From an optimization exercise on the open Yosys and OpenROAD flow, aimed at small area, a short achievable clock period and few clock cycles per item; shortcuts taken in it are not production practice. The RTL was checked by simulation tests, not by an equivalence proof against the original design.

==> flow/design.v <==
module pipelined_alu #(
   parameter int WIDTH   = 32,
   parameter int LATENCY = 2,
   parameter int TAG_W   = 8
) (
   input  logic             clk,
   input  logic             reset,
   input  logic             in_valid,
   output logic             in_ready,
   input  logic [WIDTH-1:0] op_a,
   input  logic [WIDTH-1:0] op_b,
   input  logic [3:0]       opcode,
   input  logic [TAG_W-1:0] in_tag,
   output logic             out_valid,
   input  logic             out_ready,
   output logic [WIDTH-1:0] result,
   output logic [TAG_W-1:0] out_tag,
   output logic             flag_z,
   output logic             flag_c,
   output logic             flag_v,
   output logic             err,
   output logic             busy
);
   localparam int SHW = $clog2(WIDTH);
   localparam int DW  = WIDTH + TAG_W + 4;
   typedef enum logic [3:0] {
      OP_ADD  = 4'd0,
      OP_SUB  = 4'd1,
      OP_AND  = 4'd2,
      OP_OR   = 4'd3,
      OP_XOR  = 4'd4,
      OP_SHL  = 4'd5,
      OP_SHR  = 4'd6,
      OP_SRA  = 4'd7,
      OP_SLT  = 4'd8,
      OP_SLTU = 4'd9,
      OP_MUL  = 4'd10
   } op_t;
   logic [LATENCY-1:0] valid_q;
   logic [DW-1:0]      data_q [LATENCY];
   logic [LATENCY-1:0] free;
   logic [WIDTH-1:0] alu_res;
   logic             alu_c;
   logic             alu_v;
   logic             alu_err;
   logic [SHW-1:0]   shamt;
   logic [WIDTH:0]   sum_ext;
   logic [WIDTH:0]   diff_ext;
   assign shamt    = op_b[SHW-1:0];
   assign sum_ext  = {1'b0, op_a} + {1'b0, op_b};
   assign diff_ext = {1'b0, op_a} - {1'b0, op_b};
   always_comb begin
      alu_res = '0;
      alu_c   = 1'b0;
      alu_v   = 1'b0;
      alu_err = 1'b0;
      case (opcode)
         OP_ADD: begin
            alu_res = sum_ext[WIDTH-1:0];
            alu_c   = sum_ext[WIDTH];
            alu_v   = (op_a[WIDTH-1] == op_b[WIDTH-1]) && (sum_ext[WIDTH-1] != op_a[WIDTH-1]);
         end
         OP_SUB: begin
            alu_res = diff_ext[WIDTH-1:0];
            alu_c   = diff_ext[WIDTH];
            alu_v   = (op_a[WIDTH-1] != op_b[WIDTH-1]) && (diff_ext[WIDTH-1] != op_a[WIDTH-1]);
         end
         OP_AND:  alu_res = op_a & op_b;
         OP_OR:   alu_res = op_a | op_b;
         OP_XOR:  alu_res = op_a ^ op_b;
         OP_SHL:  alu_res = op_a << shamt;
         OP_SHR:  alu_res = op_a >> shamt;
         OP_SRA:  alu_res = $signed(op_a) >>> shamt;
         OP_SLT:  alu_res = {{(WIDTH-1){1'b0}}, ($signed(op_a) < $signed(op_b))};
         OP_SLTU: alu_res = {{(WIDTH-1){1'b0}}, (op_a < op_b)};
         OP_MUL:  alu_res = op_a * op_b;
         default: alu_err = 1'b1;
      endcase
   end
   always_comb begin
      logic full_chain;
      full_chain = !out_ready;
      free       = '0;
      for (int k = LATENCY - 1; k >= 0; k--) begin
         full_chain = full_chain & valid_q[k];
         free[k]    = !full_chain;
      end
   end
   always_ff @(posedge clk) begin
      if (!reset) begin
         valid_q <= '0;
         for (int k = 0; k < LATENCY; k++) begin
            data_q[k] <= '0;
         end
      end else begin
         if (free[0]) begin
            valid_q[0] <= in_valid;
            if (in_valid) begin
               data_q[0] <= {alu_res, in_tag, (alu_res == '0), alu_c, alu_v, alu_err};
            end
         end
         for (int k = 1; k < LATENCY; k++) begin
            if (free[k]) begin
               valid_q[k] <= valid_q[k-1];
               if (valid_q[k-1]) begin
                  data_q[k] <= data_q[k-1];
               end
            end
         end
      end
   end
   assign in_ready  = free[0];
   assign out_valid = valid_q[LATENCY-1];
   assign busy      = |valid_q;
   assign {result, out_tag, flag_z, flag_c, flag_v, err} = data_q[LATENCY-1];
endmodule
==> flow/run.sh <==
#!/bin/bash
# synth_recipe.tcl (not shown) runs the flow's synth.tcl, then flattens the netlist and writes it again
# the make line also repeats each setting of config.mk as NAME=value (left out here)
make -C /OpenROAD-flow-scripts/flow DESIGN_CONFIG=/design/flow/config.mk WORK_HOME=/design/flow/orfs CLKGATE_MAP_FILE= SYNTH_SCRIPT=/design/flow/synth_recipe.tcl finish
==> flow/config.mk <==
export PLATFORM = sky130hd
export DESIGN_NAME = pipelined_alu
export DESIGN_NICKNAME = pipelined_alu
export VERILOG_FILES = /design/flow/design.v
export SDC_FILE = /design/flow/constraint.sdc
export NUM_CORES = 4
export LEC_CHECK = 0
export CAP_MARGIN = 20
export CORE_MARGIN = 2
export CORE_UTILIZATION = 40
export SLEW_MARGIN = 20
==> flow/constraint.sdc <==
create_clock -name core_clock -period 10.0 [get_ports {clk}]
set_input_delay 2.0000 -clock core_clock [delete_from_list [all_inputs] [get_ports {clk}]]
set_output_delay 2.0000 -clock core_clock [all_outputs]
set_load 0.01 [all_outputs]
==> impl_results.rst <==
.. list-table::
   :header-rows: 1

   * - Metric
     - Value
   * - Run status
     - complete, no violations
   * - Max Fclk
     - approximately 100 MHz
   * - Post-route fraction of the period consumed by the critical path
     - a little under 100%
   * - Endpoint arrival time on the critical path
     - 10.00 ns
   * - RSZ-0062 raised after global routing
     - no
   * - Post-synthesis register bit count
     - 90
   * - Share of post-route cells with drive strength above 1
     - 11.2%
   * - Cell count of the worst hold path
     - 2
   * - Slack of the worst reg-to-reg path
     - 6.48 ns
   * - Critical Path End Type
     - register
   * - Length in cells of the worst reg-to-reg path
     - 13
   * - Via-to-Cell Ratio
     - between 6 and 7
   * - Proportion of netlist area held by the largest area contributor
     - 29.3%
   * - Actual transition at the worst max-transition pin
     - approximately 1.2 ns
   * - Minimum clock period after layout
     - approximately 9.7 ns
   * - Io pins
     - 127
   * - Count of mapped cells out of synthesis
     - 3531
   * - Worst EP required
     - ~10 ns
   * - Number of antenna violations at the first check in global routing
     - 2
   * - Clk_skew
     - just under 0.01 ns
   * - Delay of the slowest cell on the worst path
     - between 0.5 and 0.6 ns
   * - Total nets after synthesis
     - approximately 4200
   * - Number of buffers added by the clock tree synthesis step
     - 9
   * - Main combinational cell family by area after synthesis
     - adder cells
   * - Die Span X
     - 268 µm
   * - GRT Resource Usage Total
     - around 36%
   * - Synth Cell Area
     - 28000 µm²
   * - Vias in the first global route
     - between 20000 and 30000
   * - Adder and majority gate portion of the synthesized area
     - between 30% and 40%
   * - Clock tree from TritonCTS
     - yes
   * - Dominant cell by count in the synthesized netlist
     - sky130_fd_sc_hd__nor2_1
   * - Maximum level of the CTS H-tree
     - 3
   * - Biggest fanout along the worst timing path
     - 15
   * - Synth top cells by count
     - sky130_fd_sc_hd__nor2_1 (479), sky130_fd_sc_hd__inv_1 (463), sky130_fd_sc_hd__nand2_1 (461)
   * - Mean Syn Cell Area
     - approximately 7.9 µm²
   * - Row cnt
     - 96
   * - Final count of negative-setup-slack endpoints
     - 0
   * - Beginning of the worst register-to-register path
     - valid_q[1]$_SDFFE_PN0N_
   * - First-iteration detailed-routing DRC count
     - 3390
   * - Wire length of the first global-routing pass
     - between 150 and 200 mm
   * - Routability cong.
     - around 1.1
   * - Buf+Inv Stages, Crit Path
     - 10
   * - Final Worst Setup Slack
     - approximately 0.30 ns
   * - Average routed wire per standard cell
     - approximately 28 µm
   * - Number of enable flip-flop cells after synthesis
     - 0
   * - Clock sinks
     - 90
   * - Async S/R FF share, synth
     - 0%
   * - Max cap viols
     - 0
   * - Cell chosen for the clock root
     - sky130_fd_sc_hd__clkbuf_16
   * - Number of buffer cells added on primary ports
     - roughly 130
   * - Area leader, netlist
     - sky130_fd_sc_hd__fa_1
   * - Core area
     - approximately 70000 µm²
   * - Post-synthesis share of cell area spent on xor and xnor gates
     - about 3.2%
   * - Share of synthesized area occupied by flip-flops and latches
     - between 6 and 7%
   * - Worst setup slack after placement
     - -0.105 ns
   * - Die ar.
     - roughly 70000 µm²
   * - Most common cell on crit path
     - sky130_fd_sc_hd__fa_1
   * - Clock input transition at the sequential cells of the worst setup and hold paths
     - ~0.07 ns
   * - Reg2Reg Capture Point
     - data_q[0][3]$_SDFFE_PN0P_
   * - Most area-consuming cells after synthesis
     - sky130_fd_sc_hd__fa_1 (29%), sky130_fd_sc_hd__ha_1 (9.8%), sky130_fd_sc_hd__dfxtp_1 (6.4%)
   * - Clock Path Buffers
     - 2
   * - Critical-path top delay cell
     - sky130_fd_sc_hd__fa_1
   * - Worst Path Class, Setup
     - in -> reg
   * - Initial core utilization
     - between 40% and 50%
   * - Number of buffers added for setup after CTS
     - 0
   * - Number of warnings printed during yosys synthesis
     - 2
   * - Area added between synthesis and finish
     - 15.3%
   * - Antenna-violating nets left
     - 0
   * - Worst Min Path Start
     - data_q[0][14]$_SDFFE_PN0P_
   * - Compound-gate portion of the synthesized area
     - approximately 16%
   * - Chip height
     - between 200 and 300 µm
   * - Global route overflow
     - 0
   * - Half-perimeter wire length after detailed placement
     - around 110 mm
   * - Main synth FF type
     - sky130_fd_sc_hd__dfxtp_1
   * - Min Hold Slack
     - roughly 0.46 ns
   * - Max-slew violation count
     - 0
   * - Nets
     - 4446
   * - Number of design rule violations left after detail routing
     - 0
   * - Endpoint with the worst hold slack
     - data_q[1][14]$_SDFFE_PN0P_
   * - Number of unique standard cell types used by synthesis
     - 97
   * - Fraction of synthesized area in multiplexers
     - between 6 and 7%
   * - Startpoint kind of the worst setup timing path
     - primary input
   * - Total wire length
     - 130 mm
   * - Hold crit path type
     - reg -> reg
   * - Cell family with most CP delay
     - adder cells
   * - 1st-pass router iterations
     - 6
   * - Simple-gate area share of the yosys netlist
     - a little under a fifth
   * - Largest net degree at the start of global routing
     - between 60 and 70
   * - Max-slew headroom
     - a little over a fifth
   * - Final-report hold violation count
     - 0
   * - Setup TNS Final
     - 0 ns
   * - Via count
     - approximately 28000
   * - Clock latency (worst-skew pair)
     - 0.35 ns
layout by cell type, fill, tap and decap left out, types with 10 or more instances in the layout:
cell,synthesis,routed
sky130_fd_sc_hd__a2111oi_0,14,12
sky130_fd_sc_hd__a211oi_1,21,21
sky130_fd_sc_hd__a21boi_0,59,59
sky130_fd_sc_hd__a21o_1,15,15
sky130_fd_sc_hd__a21oi_1,128,127
sky130_fd_sc_hd__a221oi_1,17,17
sky130_fd_sc_hd__a22o_1,13,13
sky130_fd_sc_hd__a22oi_1,22,22
sky130_fd_sc_hd__a31oi_1,26,26
sky130_fd_sc_hd__buf_12,0,15
sky130_fd_sc_hd__buf_4,3,284
sky130_fd_sc_hd__clkdlybuf4s50_1,0,120
sky130_fd_sc_hd__clkinv_1,12,12
sky130_fd_sc_hd__dfxtp_1,90,90
sky130_fd_sc_hd__fa_1,410,410
sky130_fd_sc_hd__ha_1,220,220
sky130_fd_sc_hd__inv_1,463,461
sky130_fd_sc_hd__mux2_2,17,17
sky130_fd_sc_hd__mux2i_1,58,58
sky130_fd_sc_hd__mux4_2,39,39
sky130_fd_sc_hd__nand2_1,461,461
sky130_fd_sc_hd__nand2b_1,23,23
sky130_fd_sc_hd__nand3_1,52,52
sky130_fd_sc_hd__nand4_1,19,19
sky130_fd_sc_hd__nor2_1,479,479
sky130_fd_sc_hd__nor2b_1,34,33
sky130_fd_sc_hd__nor3_1,47,47
sky130_fd_sc_hd__nor3b_1,16,16
sky130_fd_sc_hd__nor4_1,20,19
sky130_fd_sc_hd__o2111ai_1,10,10
sky130_fd_sc_hd__o211a_1,22,22
sky130_fd_sc_hd__o211ai_1,36,36
sky130_fd_sc_hd__o21a_1,11,11
sky130_fd_sc_hd__o21ai_0,121,120
sky130_fd_sc_hd__o21bai_1,12,12
sky130_fd_sc_hd__o22ai_1,23,23
sky130_fd_sc_hd__o31ai_1,11,11
sky130_fd_sc_hd__or3_1,12,12
sky130_fd_sc_hd__xnor2_1,79,79
sky130_fd_sc_hd__xor2_1,24,24
cell type report:
| type | count | area (µm²) |
|---|---|---|
| Fill cell | 7074 | 36700 |
| Multi-Input combinational cell | 2729 | 23500 |
| Timing Repair Buffer | 425 | 3670 |
| Inverter | 481 | 1810 |
| Sequential cell | 90 | 1800 |
| Tap cell | 931 | 1160 |
| Clock buffer | 10 | 229 |
| Clock inverter | 5 | 104 |
| Antenna cell | 2 | 5.00 |
tightest hold or removal path: stages, from the launching register on:
cell and delay, ns:
sky130_fd_sc_hd__dfxtp_1 0.31, sky130_fd_sc_hd__nand2_1 0.05, sky130_fd_sc_hd__a21boi_0 0.06
registers in the layout, indices dropped and copies added, names as in the netlist:
| signal | count |
|---|---|
| data_q | 88 |
| valid_q | 2 |
per-stage QoR:
step	cell area (µm²)	utilization (%)	std cells
after floorplan	28000	-	3531
after global placement	31900	46.2	4654
after detailed placement	31900	46.2	4654
after CTS	32200	46.7	4669
after global routing	32200	46.8	4671
final	32200	46.8	4673
worst max-delay path by stage:
stage,start,endpoint,slack (ns),cells after the start
2_1_floorplan,op_b[3],data_q[0][3]$_SDFFE_PN0P_,0.04,28
3_3_place_gp,op_b[4],data_q[0][3]$_SDFFE_PN0P_,-0.009,28
3_5_place_dp,op_b[4],data_q[0][3]$_SDFFE_PN0P_,-0.10,30
4_1_cts,op_b[4],data_q[0][3]$_SDFFE_PN0P_,0.23,30
5_1_grt,op_b[4],data_q[0][3]$_SDFFE_PN0P_,0.01,30
6_report,op_b[4],data_q[0][3]$_SDFFE_PN0P_,0.30,31
kinds of logic after synthesis:
family	after synthesis
AO/OA/AOI/OAI	652
XOR/XNOR	103
adder cells (fa/ha/maj)	630
buffers and inverters	712
flip-flops	90
multiplexers	117
AND/OR/NAND/NOR	1227
routing by layer:
metal  wire length, µm  vias up  global-route usage [%]
met2             56400     1781                    55.6
met4              8810        2                    20.2
met1             50600    14000                    46.9
met5                14        -                       0
li1                  -    12100                       -
met3             13800      416                    8.06
timing repair:
action                                  CTS  global route
hold buffers                              0             0
endpoints found under the setup margin    0             4
gates resized for setup                   0             5
hold endpoints to repair                  0             0
Testbench counts, summed over its fixed seeds: cycles 16,016, items 16,000.

==> afterwards: timing with drivers on the ports <==
No port has a modelled driver above. Below, the same layout with a new extraction and two added sets of constraints. Step 1 sets driving cells, clkbuf_16 on the clock port and buf_2 on the other inputs (assumed; they add their load-dependent delay and slew). Step 2, shift: input delay + t, output delay - t, t = (earliest + latest rising clock arrival at the registers) / 2. This alone moves slack from input paths to output paths. Slacks: ideal ports / drivers / drivers and shift; pairs: ideal ports / drivers.
t, ns: 0.387
setup slack, ns: 0.296 / 0.314 / -0.073
worst setup path at the end: input to register
slew at the worst register clock pin (ns): 0.07 / 0.07
worst slew at a driven data input, ns: 0.07
With both steps, setup timing fails in this run, where it was met with ideal ports. The setup slack of this run moves by +0.018 ns with the drivers and by -0.369 ns with both steps.
